From an optimization exercise on the open Yosys and OpenROAD flow, aimed at small area, a short achievable clock period and few clock cycles; shortcuts taken in it are not production practice.
The RTL was checked by simulation tests, not by an equivalence proof against the original design.
Power figures rest on the tool's default switching activity, not on a simulated workload.

File: design.v
`timescale 1ns / 1ps
package dfs_pkg;
    localparam int MAX_VERTICES = 32;
    localparam int VIDX_W       = $clog2(MAX_VERTICES);
    localparam int CNT_W        = VIDX_W + 1;
    typedef enum logic {
        OP_LOAD   = 1'b0,
        OP_SEARCH = 1'b1
    } t_op;
    typedef struct packed {
        t_op                       op;
        logic [VIDX_W-1:0]         row_index;
        logic [MAX_VERTICES-1:0]   row_bits;
        logic [VIDX_W-1:0]         start_vertex;
    } t_item;
    typedef struct packed {
        logic [VIDX_W-1:0] vertex;
        logic [VIDX_W-1:0] parent;
        logic              reached;
        logic              last;
    } t_result;
endpackage
`timescale 1ns / 1ps
module dfs_ram #(
    parameter int WIDTH = 32,
    parameter int DEPTH = 32,
    parameter int AW    = $clog2(DEPTH)
) (
    input  logic                   i_clk,
    input  logic                   i_we,
    input  logic [AW-1:0]          i_waddr,
    input  logic [WIDTH-1:0]       i_wdata,
    output logic [DEPTH*WIDTH-1:0] o_rows
);
    logic [WIDTH-1:0] r_mem [0:DEPTH-1];
    always_ff @(posedge i_clk) begin
        if (i_we) begin
            r_mem[i_waddr] <= i_wdata;
        end
    end
    genvar g;
    generate
        for (g = 0; g < DEPTH; g++) begin : g_out
            assign o_rows[g*WIDTH +: WIDTH] = r_mem[g];
        end
    endgenerate
endmodule
`timescale 1ns / 1ps
module dfs_search (
    input  logic        i_clk,
    input  logic        i_rst_n,
    input  logic        i_cfg_we,
    input  logic [5:0]  i_cfg_wdata,
    input  logic        i_valid,
    output logic        o_ready,
    input  logic        i_op,
    input  logic [4:0]  i_row_index,
    input  logic [31:0] i_row_bits,
    input  logic [4:0]  i_start,
    output logic        o_res_valid,
    input  logic        i_res_ready,
    output logic [15:0] o_res_data,
    output logic        o_res_last
);
    function automatic logic [31:0] f_sor(input logic [31:0] x);
        logic [31:0] s;
        s = x;
        s = s | (s >> 1);
        s = s | (s >> 2);
        s = s | (s >> 4);
        s = s | (s >> 8);
        s = s | (s >> 16);
        f_sor = s;
    endfunction
    function automatic logic [31:0] f_por(input logic [31:0] x);
        logic [31:0] s;
        s = x;
        s = s | (s << 1);
        s = s | (s << 2);
        s = s | (s << 4);
        s = s | (s << 8);
        s = s | (s << 16);
        f_por = s;
    endfunction
    function automatic logic [31:0] f_high(input logic [31:0] x);
        f_high = x & ~(f_sor(x) >> 1);
    endfunction
    function automatic logic [31:0] f_low(input logic [31:0] x);
        f_low = x & ~(f_por(x) << 1);
    endfunction
    function automatic logic [4:0] f_enc(input logic [31:0] oh);
        logic [4:0] e;
        e = '0;
        for (int i = 0; i < 32; i++) begin
            for (int b = 0; b < 5; b++) begin
                if ((i >> b) & 1) e[b] = e[b] | oh[i];
            end
        end
        f_enc = e;
    endfunction
    function automatic logic [23:0] f_pop4(input logic [31:0] x);
        logic [23:0] r;
        for (int g = 0; g < 8; g++) begin
            r[g*3 +: 3] = 3'(x[g*4]) + 3'(x[g*4+1]) + 3'(x[g*4+2]) + 3'(x[g*4+3]);
        end
        f_pop4 = r;
    endfunction
    function automatic logic [3:0] f_th4(input logic [31:0] x);
        logic [3:0] t [0:31];
        logic [3:0] a, b;
        for (int i = 0; i < 32; i++) t[i] = {3'b000, x[i]};
        for (int l = 0; l < 5; l++) begin
            for (int i = 0; i < (16 >> l); i++) begin
                a = t[2*i];
                b = t[2*i+1];
                t[i] = {a[3] | b[3] | (a[2] & b[0]) | (a[1] & b[1]) | (a[0] & b[2]),
                        a[2] | b[2] | (a[1] & b[0]) | (a[0] & b[1]),
                        a[1] | b[1] | (a[0] & b[0]),
                        a[0] | b[0]};
            end
        end
        f_th4 = t[0];
    endfunction
    function automatic logic [15:0] f_pop8(input logic [31:0] x);
        logic [15:0] r;
        for (int g = 0; g < 4; g++) begin
            r[g*4 +: 4] = 4'(x[g*8])   + 4'(x[g*8+1]) + 4'(x[g*8+2]) + 4'(x[g*8+3]) +
                          4'(x[g*8+4]) + 4'(x[g*8+5]) + 4'(x[g*8+6]) + 4'(x[g*8+7]);
        end
        f_pop8 = r;
    endfunction
    function automatic logic [9:0] f_pop16(input logic [31:0] x);
        logic [9:0] r;
        for (int g = 0; g < 2; g++) begin
            logic [3:0] a, b;
            a = 4'(x[g*16])    + 4'(x[g*16+1])  + 4'(x[g*16+2])  + 4'(x[g*16+3]) +
                4'(x[g*16+4])  + 4'(x[g*16+5])  + 4'(x[g*16+6])  + 4'(x[g*16+7]);
            b = 4'(x[g*16+8])  + 4'(x[g*16+9])  + 4'(x[g*16+10]) + 4'(x[g*16+11]) +
                4'(x[g*16+12]) + 4'(x[g*16+13]) + 4'(x[g*16+14]) + 4'(x[g*16+15]);
            r[g*5 +: 5] = 5'(a) + 5'(b);
        end
        f_pop16 = r;
    endfunction
    function automatic logic [5:0] f_sum4(input logic [15:0] r);
        logic [4:0] a0, a1;
        a0 = 5'(r[3:0])  + 5'(r[7:4]);
        a1 = 5'(r[11:8]) + 5'(r[15:12]);
        f_sum4 = 6'(a0) + 6'(a1);
    endfunction
    function automatic logic [5:0] f_sum8(input logic [23:0] r);
        logic [3:0] a0, a1, a2, a3;
        logic [4:0] b0, b1;
        a0 = 4'(r[2:0])   + 4'(r[5:3]);
        a1 = 4'(r[8:6])   + 4'(r[11:9]);
        a2 = 4'(r[14:12]) + 4'(r[17:15]);
        a3 = 4'(r[20:18]) + 4'(r[23:21]);
        b0 = 5'(a0) + 5'(a1);
        b1 = 5'(a2) + 5'(a3);
        f_sum8 = 6'(b0) + 6'(b1);
    endfunction
    logic [5:0]  nn;
    logic [4:0]  nm1;
    logic [31:0] nmask;
    logic [5:0]  cfg_n;
    always_comb begin
        if (i_cfg_wdata == 6'd0)       cfg_n = 6'd1;
        else if (i_cfg_wdata > 6'd32)  cfg_n = 6'd32;
        else                           cfg_n = i_cfg_wdata;
    end
    always_ff @(posedge i_clk) begin
        if (!i_rst_n) begin
            nn    <= 6'd32;
            nm1   <= 5'd31;
            nmask <= '1;
        end else if (i_cfg_we) begin
            nn    <= cfg_n;
            nm1   <= 5'(cfg_n - 6'd1);
            for (int i = 0; i < 32; i++) nmask[i] <= (6'(i) < cfg_n);
        end
    end
    logic        st_idle, st_run, st_done;
    logic        rdy;
    logic        pend_v;
    logic [4:0]  pend_s;
    logic [31:0] cur;         
    logic        cur_v;
    logic [31:0] tf, f1, f2;  
    logic [159:0] sm;         
    logic [31:0] am;          
    logic [5:0]  cmem;        
    logic [5:0]  cnt;         
    logic [31:0] visited, dirty, reached;
    logic [159:0] par;
    logic        pd;          
    logic [9:0]  hpc;         
    logic [5:0]  mp;          
    logic [5:0]  er;          
    logic [4:0]  srcb;        
    logic        kp;          
    logic        rep;         
    logic        tl;          
    logic        o_v, o_last;
    logic [4:0]  o_k;
    logic [31:0] o_r;
    logic [159:0] o_p;
    logic        fire, ld, srch;
    logic [1023:0] rows;
    assign o_ready = rdy;
    assign fire    = i_valid & rdy;
    assign ld      = fire & ~i_op;
    assign srch    = fire & i_op;
    dfs_ram #(.WIDTH(32), .DEPTH(32)) u_rows (
        .i_clk   (i_clk),
        .i_we    (ld),
        .i_waddr (i_row_index),
        .i_wdata (i_row_bits),
        .o_rows  (rows)
    );
    logic out_free, take, copy;
    assign take     = o_v & i_res_ready;
    assign out_free = ~o_v | (i_res_ready & o_last);
    assign copy     = st_done & out_free;
    assign o_res_valid = o_v;
    assign o_res_last  = o_last;
    assign o_res_data  = {5'd0, o_r[0], o_p[4:0] & {5{o_r[0]}}, o_k};
    logic        start;
    logic        s_ok;
    logic [31:0] s_oh;
    logic [4:0]  sv;
    logic        st_idle_n, st_done_n, pend_v_n;
    logic        fin;
    assign start = (pend_v & (st_idle | copy)) | (st_idle & srch);
    assign sv    = pend_v ? pend_s : i_start;
    assign s_ok  = (6'(sv) < nn);
    assign s_oh  = 32'd1 << sv;
    logic [4:0]  bcur;
    logic [31:0] vis_new, rowc, hits, h_hi, hrest;
    logic        fresh, hits_any;
    logic [5:0]  cnt_eff, cnt_dec;
    logic        drop, sdrop, room1;
    logic [5:0]  hsum, dlim;
    logic [31:0] h_lo;
    logic [31:0] dead_old, dead_new, dead_spill;
    logic [5:0]  cmem1, cmem2, cmem3;
    logic [31:0] tf_hi;
    logic        tf_nz, f1_nz, f2_nz;
    logic [31:0] fx, fx_t;
    logic        fx_dead, f1t_live;
    logic [31:0] f1t;
    logic [31:0] a_s, a_above, a_hi;
    logic        a_any;
    logic [4:0]  mem_val;
    logic [31:0] mem_oh;
    logic        top_killed, top_killed_pop, mpop_p;
    logic [31:0] lo1, lo2, lo3, fb1, fb2, fb3, f2_sp, wp1, wp2, wp3;
    logic        f2_clear;
    logic [3:0]  f2th;
    logic [5:0]  cntm1;
    logic [4:0]  lob1, lob2, lob3;
    logic        ld1, ld2, ld3, s1, s2, s3;
    logic [1:0]  nsp;
    logic        stall, proc, pop, mpop, cut;
    logic [5:0]  ecut;
    logic [31:0] eq_src;
    always_comb begin
        bcur     = f_enc(cur);
        vis_new  = visited | cur;
        fresh    = ~|(cur & visited);
        for (int j = 0; j < 32; j++) begin
            logic acc;
            acc = 1'b0;
            for (int i = 0; i < 32; i++) acc = acc | (cur[i] & rows[i*32 + j]);
            rowc[j] = acc;
        end
        hits     = rowc & nmask & ~vis_new;
        hits_any = |hits;
        h_hi     = f_high(hits);
        hrest    = hits & ~h_hi;
        hsum     = 6'(hpc[4:0]) + 6'(hpc[9:5]);
        dlim     = {1'b0, nm1} - cnt;
        sdrop    = st_run & pd & (hsum > dlim);
        drop     = sdrop & ~tl;
        cnt_eff  = sdrop ? {1'b0, nm1} : (cnt + (pd ? hsum : 6'd0));
        room1    = pd ? (mp == {1'b0, nm1}) : (cnt == {1'b0, nm1});
        cntm1    = cnt - 6'd1;
        cnt_dec  = sdrop ? ({1'b0, nm1} - 6'd1) : (cntm1 + (pd ? hsum : 6'd0));
        cut      = drop | rep;
        h_lo     = f_low(hits);
        dead_old = visited & ~dirty;
        dead_new = vis_new & ~dirty;
        dead_spill = dead_old & ~(pd ? (32'd1 << srcb) : 32'd0);
        cmem1    = cmem + 6'd1;
        cmem2    = cmem + 6'd2;
        cmem3    = cmem + 6'd3;
        tf_nz    = |tf;
        f1_nz    = |f1;
        f2_nz    = |f2;
        tf_hi    = f_high(tf);
        fx       = f1_nz ? f1 : f2;
        fx_t     = f_high(fx);
        fx_dead  = |(fx_t & dead_old);
        f1t      = f_high(f1);
        f1t_live = ~|(f1t & dead_new);
        a_s      = f_sor(am);
        a_above  = a_s >> 1;
        a_hi     = am & ~a_above;
        a_any    = a_s[0];
        mem_val  = '0;
        for (int i = 0; i < 32; i++) mem_val = mem_val | (sm[i*5 +: 5] & {5{a_hi[i]}});
        mem_oh   = 32'd1 << mem_val;
        for (int i = 0; i < 32; i++) eq_src[i] = (sm[i*5 +: 5] == srcb);
        top_killed_pop = kp & (mem_val == srcb);
        top_killed     = top_killed_pop | (fresh & (mem_val == bcur));
        stall    = st_run & ~rep & cur_v & tf_nz & f1_nz & f2_nz;
        proc     = st_run & ~rep & cur_v & ~stall;
        pop      = st_run & ~rep & ~cur_v;
        fb1      = f_por(f2) << 1;
        fb2      = f_por(f2 & fb1) << 1;
        lo1      = f2 & ~fb1;
        lo2      = f2 & fb1 & ~fb2;
        lo3      = f_low(f2 & fb2);
        lob1     = f_enc(lo1);
        lob2     = f_enc(lo2);
        lob3     = f_enc(lo3);
        ld1      = |(lo1 & dead_spill);
        ld2      = |(lo2 & dead_spill);
        ld3      = |(lo3 & dead_spill);
        wp1      = 32'd1 << cmem[4:0];
        wp2      = wp1 << 1;
        wp3      = wp1 << 2;
        f2th     = f_th4(f2);
        s1       = st_run & f2_nz & ~pop;
        s2       = s1 & f2th[1];
        s3       = s1 & f2th[2];
        nsp      = 2'(s1) + 2'(s2) + 2'(s3);
        f2_sp    = f2 & ~(s1 ? lo1 : 32'd0) & ~(s2 ? lo2 : 32'd0) & ~(s3 ? lo3 : 32'd0);
        f2_clear = ~f2_nz | (st_run & ~pop & ~f2th[3]);
        mpop_p   = ~tf_nz & ~f1_nz & ~f2_nz & a_any & ~top_killed;
        mpop     = ~drop & ((proc & ~hits_any & mpop_p) |
                            (pop & ~f1_nz & ~f2_nz & a_any & ~top_killed_pop));
        ecut     = rep ? er : (hsum + mp - nn);
    end
    always_comb begin
        fin       = ~drop & ((proc & ~hits_any & ~tf_nz & ~f1_nz & ~f2_nz & ~a_any) |
                             (pop & ~f1_nz & ~f2_nz & ~a_any));
        st_idle_n = st_idle;
        st_done_n = st_done;
        pend_v_n  = pend_v;
        if (srch & st_done) pend_v_n = 1'b1;
        if (start) begin
            pend_v_n  = 1'b0;
            st_idle_n = 1'b0;
            st_done_n = ~s_ok;
        end else if (copy) begin
            st_idle_n = 1'b1;
            st_done_n = 1'b0;
        end else if (fin) begin
            st_done_n = 1'b1;
        end
    end
    always_ff @(posedge i_clk) begin
        if (!i_rst_n) begin
            st_idle <= 1'b1;
            st_run  <= 1'b0;
            st_done <= 1'b0;
            pend_v  <= 1'b0;
            rdy     <= 1'b1;
            o_v     <= 1'b0;
        end else begin
            st_idle <= st_idle_n;
            st_done <= st_done_n;
            pend_v  <= pend_v_n;
            rdy     <= (st_idle_n | st_done_n) & ~pend_v_n;
            if (srch) pend_s <= i_start;
            if (copy) begin
                o_v    <= 1'b1;
                o_k    <= 5'd0;
                o_last <= (nm1 == 5'd0);
                o_r    <= reached;
                o_p    <= par;
            end else if (take) begin
                o_k    <= o_k + 5'd1;
                o_last <= ((o_k + 5'd1) == nm1);
                o_r    <= {1'b0, o_r[31:1]};
                o_p    <= {5'd0, o_p[159:5]};
                if (o_last) o_v <= 1'b0;
            end
            if (start) begin
                st_run  <= s_ok;
                cur     <= s_oh;
                cur_v   <= s_ok;
                tf      <= '0;
                f1      <= '0;
                f2      <= '0;
                am      <= '0;
                cmem    <= '0;
                cnt     <= '0;
                visited <= '0;
                dirty   <= '0;
                reached <= s_ok ? s_oh : 32'd0;
                for (int i = 0; i < 32; i++) begin
                    if (s_oh[i]) par[i*5 +: 5] <= sv;
                end
                pd      <= 1'b0;
                kp      <= 1'b0;
                rep     <= 1'b0;
            end else if (st_run) begin
                if (fin) st_run <= 1'b0;
                if (sdrop) dirty <= dirty | (32'd1 << srcb);
                begin
                    logic [31:0] a1, kill;
                    a1 = am;
                    if (mpop) a1 = am & a_above;
                    kill = (kp & ~sdrop) ? eq_src : 32'd0;
                    for (int i = 0; i < 32; i++) begin
                        if (s1 & wp1[i]) begin
                            am[i]          <= ~ld1;
                            sm[i*5 +: 5]   <= lob1;
                        end else if (s2 & wp2[i]) begin
                            am[i]          <= ~ld2;
                            sm[i*5 +: 5]   <= lob2;
                        end else if (s3 & wp3[i]) begin
                            am[i]          <= ~ld3;
                            sm[i*5 +: 5]   <= lob3;
                        end else begin
                            am[i]          <= a1[i] & ~kill[i];
                        end
                    end
                    if (mpop) begin
                        cmem <= {1'b0, f_enc(a_hi)};
                    end else begin
                        cmem <= s3 ? cmem3 : s2 ? cmem2 : s1 ? cmem1 : cmem;
                    end
                end
                if (cut) begin
                    pd    <= 1'b0;
                    kp    <= 1'b0;
                    cnt   <= nn - 6'd1;
                    cur   <= tf_hi;
                    cur_v <= 1'b1;
                    tf    <= tf & ~tf_hi;
                    rep   <= (ecut != 6'd1);
                    er    <= ecut - 6'd1;
                    if (f2_clear & f1_nz) begin
                        f1 <= '0;
                        f2 <= f1;
                    end else begin
                        f2 <= f2_sp;
                    end
                end else if (stall) begin
                    pd  <= 1'b0;
                    kp  <= 1'b0;
                    cnt <= cnt_eff;
                    if (f2_clear) begin
                        f1 <= '0;
                        f2 <= f1;
                    end else begin
                        f2 <= f2_sp;
                    end
                end else if (proc) begin
                    visited <= vis_new;
                    reached <= reached | hits;
                    for (int i = 0; i < 32; i++) begin
                        if (hits[i]) par[i*5 +: 5] <= bcur;
                    end
                    hpc  <= f_pop16(hits);
                    mp   <= cnt_eff;
                    tl   <= room1;
                    srcb <= bcur;
                    kp   <= fresh;
                    pd   <= hits_any;
                    if (hits_any & room1) begin
                        cnt   <= cnt_dec;
                        cur   <= h_lo;
                        cur_v <= 1'b1;
                        if (f2_clear & f1_nz) begin
                            f1 <= '0;
                            f2 <= f1;
                        end else begin
                            f2 <= f2_sp;
                        end
                    end else if (hits_any) begin
                        cnt   <= cnt_dec;
                        cur   <= h_hi;
                        cur_v <= 1'b1;
                        tf    <= hrest;
                        if (tf_nz) begin
                            if (f1_nz) begin
                                f1 <= tf;
                                f2 <= f1;
                            end else if (f2_clear) begin
                                f1 <= '0;
                                f2 <= tf;
                            end else begin
                                f1 <= tf;
                                f2 <= f2_sp;
                            end
                        end else if (f2_clear & f1_nz) begin
                            f1 <= '0;
                            f2 <= f1;
                        end else begin
                            f2 <= f2_sp;
                        end
                    end else begin
                        logic [31:0] f1n;
                        f1n = f1;
                        if (tf_nz) begin
                            cnt   <= cnt_dec;
                            cur   <= tf_hi;
                            cur_v <= 1'b1;
                            tf    <= tf & ~tf_hi;
                        end else if (f1_nz & f1t_live) begin
                            cnt   <= cnt_dec;
                            cur   <= f1t;
                            cur_v <= 1'b1;
                            f1n   = f1 & ~f1t;
                        end else begin
                            cnt   <= mpop_p ? {1'b0, f_enc(a_hi)} : cnt_eff;
                            cur   <= mem_oh;
                            cur_v <= mpop_p;
                        end
                        if (f2_clear & f1_nz) begin
                            f1 <= '0;
                            f2 <= f1n;
                        end else begin
                            f1 <= f1n;
                            f2 <= f2_sp;
                        end
                    end
                end else begin
                    pd  <= 1'b0;
                    kp  <= 1'b0;
                    if (f1_nz | f2_nz) begin
                        if (f1_nz) f1 <= f1 & ~fx_t;
                        else       f2 <= f2 & ~fx_t;
                        cnt   <= cnt_dec;
                        cur   <= fx_t;
                        cur_v <= ~fx_dead;
                    end else if (a_any & ~top_killed_pop) begin
                        cur   <= mem_oh;
                        cur_v <= 1'b1;
                        cnt   <= {1'b0, f_enc(a_hi)};
                    end else begin
                        cnt   <= cnt_eff;
                    end
                end
            end
        end
    end
endmodule
`timescale 1ns / 1ps
module dfs_parent_tree_adjacency_matrix (
    input  logic        i_clk,
    input  logic        i_rst_n,
    input  logic        i_cfg_we,
    input  logic [5:0]  i_cfg_wdata,       
    input  logic        s_axis_tvalid,
    output logic        s_axis_tready,
    input  logic [47:0] s_axis_tdata,      
    input  logic        s_axis_tuser,      
    output logic        m_axis_tvalid,
    input  logic        m_axis_tready,
    output logic [15:0] m_axis_tdata,      
    output logic        m_axis_tlast
);
    dfs_search u_search (
        .i_clk         (i_clk),
        .i_rst_n       (i_rst_n),
        .i_cfg_we      (i_cfg_we),
        .i_cfg_wdata   (i_cfg_wdata),
        .i_valid       (s_axis_tvalid),
        .o_ready       (s_axis_tready),
        .i_op          (s_axis_tuser),
        .i_row_index   (s_axis_tdata[4:0]),
        .i_row_bits    (s_axis_tdata[36:5]),
        .i_start       (s_axis_tdata[41:37]),
        .o_res_valid   (m_axis_tvalid),
        .i_res_ready   (m_axis_tready),
        .o_res_data    (m_axis_tdata),
        .o_res_last    (m_axis_tlast)
    );
endmodule
File: config.mk
export PLATFORM = sky130hd
export DESIGN_NAME = dfs_parent_tree_adjacency_matrix
export DESIGN_NICKNAME = dfs_parent_tree_adjacency_matrix
export VERILOG_FILES = /design/flow/design.v
export SDC_FILE = /design/flow/constraint.sdc
export NUM_CORES = 4
export LEC_CHECK = 0
export CAP_MARGIN = 20
export CORE_MARGIN = 2
export CORE_UTILIZATION = 45
export SETUP_SLACK_MARGIN = 0.8
export SLEW_MARGIN = 20
File: constraint.sdc
create_clock -name core_clock -period 6.0 [get_ports {i_clk}]
set_input_delay 1.2000 -clock core_clock [delete_from_list [all_inputs] [get_ports {i_clk}]]
set_output_delay 1.2000 -clock core_clock [all_outputs]
set_load 0.01 [all_outputs]
File: run.sh
#!/bin/bash
# synth_recipe.tcl (not shown) runs the flow's synth.tcl, then flattens the netlist and writes it again
# the make line also repeats each setting of config.mk as NAME=value (left out here)
make -C /OpenROAD-flow-scripts/flow DESIGN_CONFIG=/design/flow/config.mk WORK_HOME=/design/flow/orfs CLKGATE_MAP_FILE= SYNTH_SCRIPT=/design/flow/synth_recipe.tcl finish
==> flow_summary.json, run 1 <==
{
  "area_delta_synth_final_pct": 18.65,
  "max_freq_ghz": 0.1917,
  "synth_cells": 8811,
  "yosysTopAreaCellShare": 0.5794,
  "clock_latency_ns": 0.90,
  "synth_compound_area_frac": 0.1765,
  "async_flop_share": 0,
  "maxSlewHeadroom": 0.2323,
  "cts_max_level": 4,
  "synth_mux_area_frac": 0.004122,
  "routabilityCongestion": 1.094,
  "fin_worst_skew_ns": 0.09886,
  "synth-xor-area-share": 0.02116,
  "cts_root_buf": "clkbuf_16",
  "hold_path_depth": 2,
  "drive_above_1_share": 0.1561,
  "synth_ff_type": "edfxtp_1",
  "hpwl_mm": 328.2,
  "core-area_sq_um": 211700,
  "critPathBufInv": 6,
  "yosys_warnings": 3,
  "cts_hold_buffers": 0,
  "die_w_microns": 465.0,
  "cts_tree": "built",
  "finalCritPeriodShare": 0.8692,
  "rsz0062_at_grt": "true",
  "drtPass1Iterations": 9,
  "crit_path_cell_trace": "or4_4 -> buf_4 -> nor4_4 -> buf_6 -> nand2_1 -> maj3_1 -> o21a_1 -> nand2b_1 -> a32oi_1 -> nor4b_2 -> buf_4 -> a2111o_1 -> buf_12 -> nor2_4 -> buf_12 -> buf_4 -> nand3_1 -> a31oi_1",
  "setup_viol": 0,
  "cp.required_ns": 6.72,
  "worstPathMaxFanout": 13,
  "fin_ws_ns": 0.7845,
  "grt_pass1_wl_mm": 644.5,
  "num_vias": 86324,
  "leakage_nw": 38.83,
  "antenna_found_initial": 39,
  "clk_pin_slew_ns": 0.06,
  "n_fill_cell": 18557,
  "rrSetupSlack_ns": 0.78,
  "wl_per_cell_microns": 38.44,
  "tightest_slew_ns": 1.148,
  "rows": 169,
  "rr_worst_depth": 18,
  "fp.dieArea_sq_um": 216200,
  "drt-total-wl_mm": 474.9,
  "synth_cell_types": 107,
  "post-place-ws_ns": 0.07379,
  "reg2reg_from": "u_search.f2[4]",
  "maxCapViolations": 0,
  "worstReg2RegEnd": "u_search.am[18]",
  "power_mw": 30.27,
  "clockBufferDepth": 3,
  "synth_edf_count": 1845,
  "min_period_ns": 5.215,
  "start_util": 0.4518,
  "io_pins": 79,
  "ant_nets": 0,
  "die_h_microns": 465.0,
  "io_buffers": 67,
  "drc_errors": 0,
  "synth_area_leader_cell": "edfxtp_1",
  "ys_ff_latch": 1893,
  "cts_sinks": 1893,
  "cts_buffers": 196,
  "cp.depth": 18,
  "status": "complete, no violations",
  "yosysMostFrequentCell": "edfxtp_1",
  "startpoint": "u_search.f2[4]",
  "synth_area_per_cell_sq_um": 10.85,
  "min_from": "u_search.nmask[15]",
  "synth_adder_area_share": 0.01813,
  "criticalPathCategory": "register to register",
  "cpPeakStageDelay_ns": 0.64,
  "cp.arrival_ns": 5.94,
  "endpoint_kind": "register",
  "synth.area.top_cells": "edfxtp_1 (58%), nand2_1 (4.7%), a22oi_1 (3.9%), nor2_1 (2.8%), a21oi_1 (2.5%)",
  "syn-cell-area_sq_um": 95630,
  "grt_pass1_vias": 79550,
  "min_path_type": "register to register",
  "cp_top_family": "simple AND/OR/NAND/NOR gates",
  "grt_max_degree": 198,
  "drt-initial-drc-count": 15310,
  "slew_violations": 0,
  "overflow": 0,
  "groute.usage.overall": 0.4245,
  "ys_seq_area_frac": 0.5894,
  "critPathMostFrequentCell": "buf_4",
  "ir_worst_vdd_mv": 0.2906,
  "final_hold_viol_count": 0,
  "worst_setup_path_start_kind": "register",
  "tns_ns": 0,
  "hold_end": "u_search.nmask[15]",
  "synth.top_cells.by_count": "edfxtp_1 (1845), nand2_1 (1199), nor2_1 (720), clkbuf_1 (538), a22oi_1 (501)",
  "yosys.area_share.simple": 0.1561,
  "final_nets": 9531,
  "synth_top_family_by_area": "compound AO/OA/AOI/OAI gates",
  "avgViaCountPerCell": 6.987,
  "p_per_area_nw_per_um2": 266.8,
  "crit_slowest_cell": "or4_4"
}
worst reg2reg max path: cells and delay by family, from the launching register on:
kind	cells	cell delay (ns)
compound gates	4	1.18
simple gates	7	1.85
flops	1	0.50
fa+ha+maj	1	0.38
buf+inv	6	1.14
kinds of logic after synthesis:
| group | count (synthesis) |
|---|---|
| simple gates | 3172 |
| compound gates | 2506 |
| flops | 1893 |
| buf+inv | 845 |
| xor+xnor | 231 |
| fa+ha+maj | 125 |
| mux | 38 |
| other cells | 1 |
state kept, by name, summed over array words and instances (netlist names), 32 cells and up:
name	flops
u_search.cur	32
u_search.o_p	160
u_search.am	32
u_search.par	160
u_search.reached	32
u_search.nmask	32
u_search.o_r	32
u_search.visited	32
u_search.f2	32
u_search.f1	32
u_search.sm	160
u_search.dirty	32
u_search.u_rows.r_mem	1024
cells in the final DEF, fill, tap and decap left out, types with 94 or more instances in the layout:
cell | Yosys | final
edfxtp_1 | 1845 | 1845
nand2_1 | 1199 | 1198
buf_4 | 11 | 796
nor2_1 | 720 | 672
a22oi_1 | 501 | 493
a21oi_1 | 487 | 478
o21ai_0 | 421 | 417
nand3_1 | 291 | 285
clkbuf_16 | 0 | 199
nand4_1 | 197 | 197
inv_1 | 187 | 183
nor3_1 | 158 | 149
o22ai_1 | 147 | 146
xnor2_1 | 137 | 136
buf_12 | 0 | 119
a31oi_1 | 118 | 114
xor2_1 | 94 | 94
stage by stage:
step / hold WS, ns / util / area (sq um) / cells
3_5_place_dp: 0.4432 / 0.4986 / 105500 / 11889
4_1_cts: 0.4622 / 0.5315 / 112500 / 12290
3_3_place_gp: 0.4380 / 0.4986 / 105500 / 11889
6_report: 0.4660 / 0.5361 / 113500 / 12355
5_1_grt: 0.4831 / 0.5359 / 113400 / 12342
2_1_floorplan: 0.4298 / - / 95690 / 8815
what timing repair did:
action,CTS,global route
endpoints found under the setup margin,354,449
gates cloned,1,5
pin swaps,7,28
endpoints found under the hold margin,0,0
gates resized for setup,37,100
setup buffers,43,43
where the power goes:
part	internal, mW	switching, mW
clock	6.68	5.49
combinational	0.986	2.22
sequential	14.7	0.193
total	22.4	7.90
layout make-up:
type	count	area, sq um	share of cell area
flip-flops and latches	1893	56360	0.4968
multi-input cells	6080	37320	0.3289
repair buffers	998	9168	0.08080
clock buffers	238	5082	0.04479
well taps	2821	3530	0.03111
clock inverters	119	1239	0.01092
inverters	190	720.7	0.006352
diodes	16	40.04	0.0003529
metal layers:
metal	vias up	global-route usage	share of wire
li1	34908	-	-
met1	43183	0.5963	0.39
met2	6867	0.6156	0.42
met3	1346	0.1157	0.13
met4	20	0.1852	0.055
met5	-	0	0.00026
worst max path at each step:
stage	end	slack [ns]
after floorplan	u_search.reached[0]	0.75
after global placement	u_search.f2[10]	0.03
after detailed placement	u_search.f2[10]	0.07
after CTS	u_search.f2[10]	0.75
after global routing	u_search.hpc[9]	0.70
final	u_search.am[18]	0.78
Testbench counts, summed over its fixed seeds: cycles 16,834.
==> inputs of run 2 (changes only) <==
--- a/config.mk
+++ b/config.mk
@@ -9,4 +9,4 @@
 export CORE_MARGIN = 2
-export CORE_UTILIZATION = 45
-export SETUP_SLACK_MARGIN = 0.8
+export CORE_UTILIZATION = 50
+export SETUP_SLACK_MARGIN = 1.2
 export SLEW_MARGIN = 20
==> run 2 against run 1 <==
Compared with the run above: still clean on timing, DRC and antenna; worst hold slack got worse by 0.0097 ns; design area rose by 2.5%; utilization grew 7.5 points; total power up 0.68%; maximum frequency rose by 1.7%.
==> flow_summary.json, run 2 <==
{
  "grt_max_degree": 107,
  "synth_edf_count": 1845,
  "synth_ff_type": "edfxtp_1",
  "routabilityCongestion": 1.092,
  "worst_setup_path_start_kind": "register",
  "async_flop_share": 0,
  "rrSetupSlack_ns": 0.87,
  "fp.dieArea_sq_um": 194800,
  "ir_worst_vdd_mv": 0.3260,
  "synth_area_leader_cell": "edfxtp_1",
  "wl_met3_mm": 71.77,
  "synth.area.top_cells": "edfxtp_1 (58%), nand2_1 (4.7%), a22oi_1 (3.9%), nor2_1 (2.8%), a21oi_1 (2.5%)",
  "cts_root_buf": "clkbuf_16",
  "maxCapViolations": 0,
  "synth.top_cells.by_count": "edfxtp_1 (1845), nand2_1 (1199), nor2_1 (720), clkbuf_1 (538), a22oi_1 (501)",
  "groute.usage.overall": 0.4664,
  "top_layer": "met5",
  "cts_sinks": 1893,
  "wl_met1_mm": 165.9,
  "wl_met2_mm": 194.4,
  "grt_pass1_wl_mm": 633.8,
  "cts_buffers": 192,
  "worstPathMaxFanout": 15,
  "leakage_nw": 40.12,
  "drt-total-wl_mm": 469.8,
  "hold_path_depth": 1,
  "fin_cells": 12180,
  "die_h_microns": 441.3,
  "finalCritPeriodShare": 0.8551,
  "final_nets": 9663,
  "largest_reg_flops": 1024,
  "regMostFlops": "u_search.u_rows.r_mem",
  "rr_worst_depth": 18,
  "start_util": 0.5028,
  "wl_per_cell_microns": 38.57,
  "utilization": 0.6113,
  "io_pins": 79,
  "rows": 160,
  "clock_latency_ns": 0.89,
  "fin_worst_skew_ns": 0.08496,
  "clockBufferDepth": 3,
  "synth_cells": 8811,
  "synth_cell_types": 107,
  "setup_viol": 0,
  "max_freq_ghz": 0.1949,
  "mostFrequentLayoutCell": "edfxtp_1",
  "placedCellCount": 11499,
  "min_period_ns": 5.130,
  "ys_seq_area_frac": 0.5894,
  "yosysMostFrequentCell": "edfxtp_1",
  "min_path_type": "register to register",
  "drc_errors": 0,
  "min_from": "u_search.nmask[19]",
  "n_fill_cell": 15297,
  "final_hold_viol_count": 0,
  "syn-cell-area_sq_um": 95630,
  "die_w_microns": 441.3,
  "maxSlewHeadroom": 0.2020,
  "drtPass1Iterations": 10,
  "cts_max_level": 4,
  "core-area_sq_um": 190200,
  "critPathMostFrequentCell": "buf_4",
  "yosys_warnings": 3,
  "cp.arrival_ns": 5.70,
  "overflow": 0,
  "ant_nets": 0,
  "tightest_slew_ns": 1.185,
  "slew_violations": 0,
  "worstReg2RegEnd": "u_search.hpc[8]",
  "hold_end": "u_search.nmask[19]",
  "io_buffers": 67,
  "area_delta_synth_final_pct": 21.57,
  "rsz0062_at_grt": "true",
  "avgViaCountPerCell": 7.237,
  "endpoint_kind": "register",
  "yosysTopAreaCellShare": 0.5794,
  "crit_path_cell_trace": "buf_6 -> buf_4 -> buf_4 -> a22oi_1 -> nand4_1 -> nor4_1 -> buf_4 -> nor2_1 -> inv_1 -> fa_1 -> fa_1 -> fa_2 -> fa_2 -> inv_1 -> ha_1 -> a21o_1 -> a21oi_2 -> xnor2_1",
  "status": "complete, no violations",
  "crit_slowest_cell": "fa_2",
  "clk_pin_slew_ns": 0.07,
  "ys_ff_latch": 1893,
  "drive_above_1_share": 0.1939,
  "num_vias": 88151,
  "p_per_area_nw_per_um2": 262.1,
  "cpPeakStageDelay_ns": 0.57,
  "grt_pass1_vias": 80837,
  "layout_common_cells": "edfxtp_1 (1845), nand2_1 (1181), buf_4 (863)",
  "criticalPathCategory": "register to register",
  "power_mw": 30.47,
  "tns_ns": 0,
  "hpwl_mm": 309.0,
  "drt-initial-drc-count": 15938,
  "synth_area_per_cell_sq_um": 10.85,
  "antenna_found_initial": 31,
  "reg2reg_from": "u_search.cur[10]",
  "cts_tree": "built",
  "cp.required_ns": 6.57
}
[run 2: layer usage]
| layer | GRT usage | vias to the layer above |
|---|---|---|
| li1 | - | 35162 |
| met1 | 0.6089 | 42858 |
| met2 | 0.6703 | 8140 |
| met3 | 0.1560 | 1967 |
| met4 | 0.2885 | 24 |
| met5 | 0 | - |
[run 2: worst max path at each step]
stage / from / to / slack [ns] / cells after the start
6_report: u_search.cur[10] / u_search.hpc[8] / 0.87 / 18
5_1_grt: u_search.cur[6] / u_search.hpc[8] / 0.84 / 19
4_1_cts: u_search.cur[21] / u_search.hpc[8] / 1.01 / 18
3_5_place_dp: u_search.cur[21] / u_search.hpc[7] / 0.26 / 16
3_3_place_gp: u_search.cur[17] / u_search.f2[4] / 0.16 / 18
2_1_floorplan: u_search.f2[4] / u_search.f1[0] / 0.90 / 15
[run 2: power by group]
group          switching [mW]  internal [mW]  leakage, nW
clock network            5.53           6.55         3.00
logic                    2.36           1.16         20.1
registers               0.169           14.7         17.0
[run 2: cells by family after synthesis]
family / share of synthesized area
compound gates: 0.1765
other cells: 0.00003922
buf+inv: 0.03453
simple gates: 0.1561
xor+xnor: 0.02116
mux: 0.004122
fa+ha+maj: 0.01813
flops: 0.5894
[run 2: metrics by stage]
step                setup WS [ns]  cell area [sq um]  hold WS (ns)
finish                     0.8697             116300        0.4563
floorplan                  0.8998              96360        0.4298
global route               0.8364             116200        0.4848
global placement           0.1646             104100        0.4391
detailed placement         0.2644             104100        0.4435
CTS                         1.009             113700        0.4582
[run 2: area by class of cell]
class | count | area [sq um] | area share
antenna | 18 | 45.04 | 0.0003875
clock inverter | 129 | 1274 | 0.01096
sequential | 1893 | 56360 | 0.4848
multi-input combinational | 6079 | 38780 | 0.3336
clock buffer | 225 | 4980 | 0.04283
timing repair buffer | 1135 | 10930 | 0.09405
tap | 2511 | 3142 | 0.02702
inverter | 190 | 734.5 | 0.006318
[run 2: timing repair]
item | 4_1_cts | 5_1_grt
hold buffers | 0 | 0
pin swaps | 92 | 96
gates cloned | 19 | 11
setup endpoints to repair | 679 | 706
resized for setup | 247 | 309
buffers inserted | 176 | 102
[run 2: critical path, delay by kind of cell, from the launching register on]
kind | cells | cell delay (ns)
AO/OA/AOI/OAI | 3 | 0.53
XOR/XNOR | 1 | 0.08
adder cells (fa/ha/maj) | 5 | 2.18
buffers and inverters | 6 | 0.98
flip-flops | 1 | 0.39
AND/OR/NAND/NOR | 3 | 0.61

## static timing again, ports no longer ideal
How much do the figures lean on ideal ports? The routed layouts below were timed once more, with nothing changed but the port constraints. Step 1: set_driving_cell puts a clkbuf_16 on i_clk and a buf_2 on each other input, an assumption about the parent block. Step 2, shift: input delay + t, output delay - t, t = (earliest + latest rising clock arrival at the registers) / 2. This alone moves slack from input paths to output paths. a / b / c = ideal / step 1 / step 2; a / b = the first two.
run	t, ns	setup slack, ns	worst setup path after step 2	slew at the worst register clock pin (ns)	worst data-port slew with drivers (ns)
run 1	0.958	0.785 / 0.785 / 0.785	register to register	0.07 / 0.07	0.22
run 2	0.936	0.870 / 0.870 / 0.718	input to register	0.07 / 0.07	0.22
After both steps setup and hold are still met in every run listed. For run 2, which loses most, drivers alone change the setup slack by 0.000 ns; drivers and shift together by -0.152 ns.
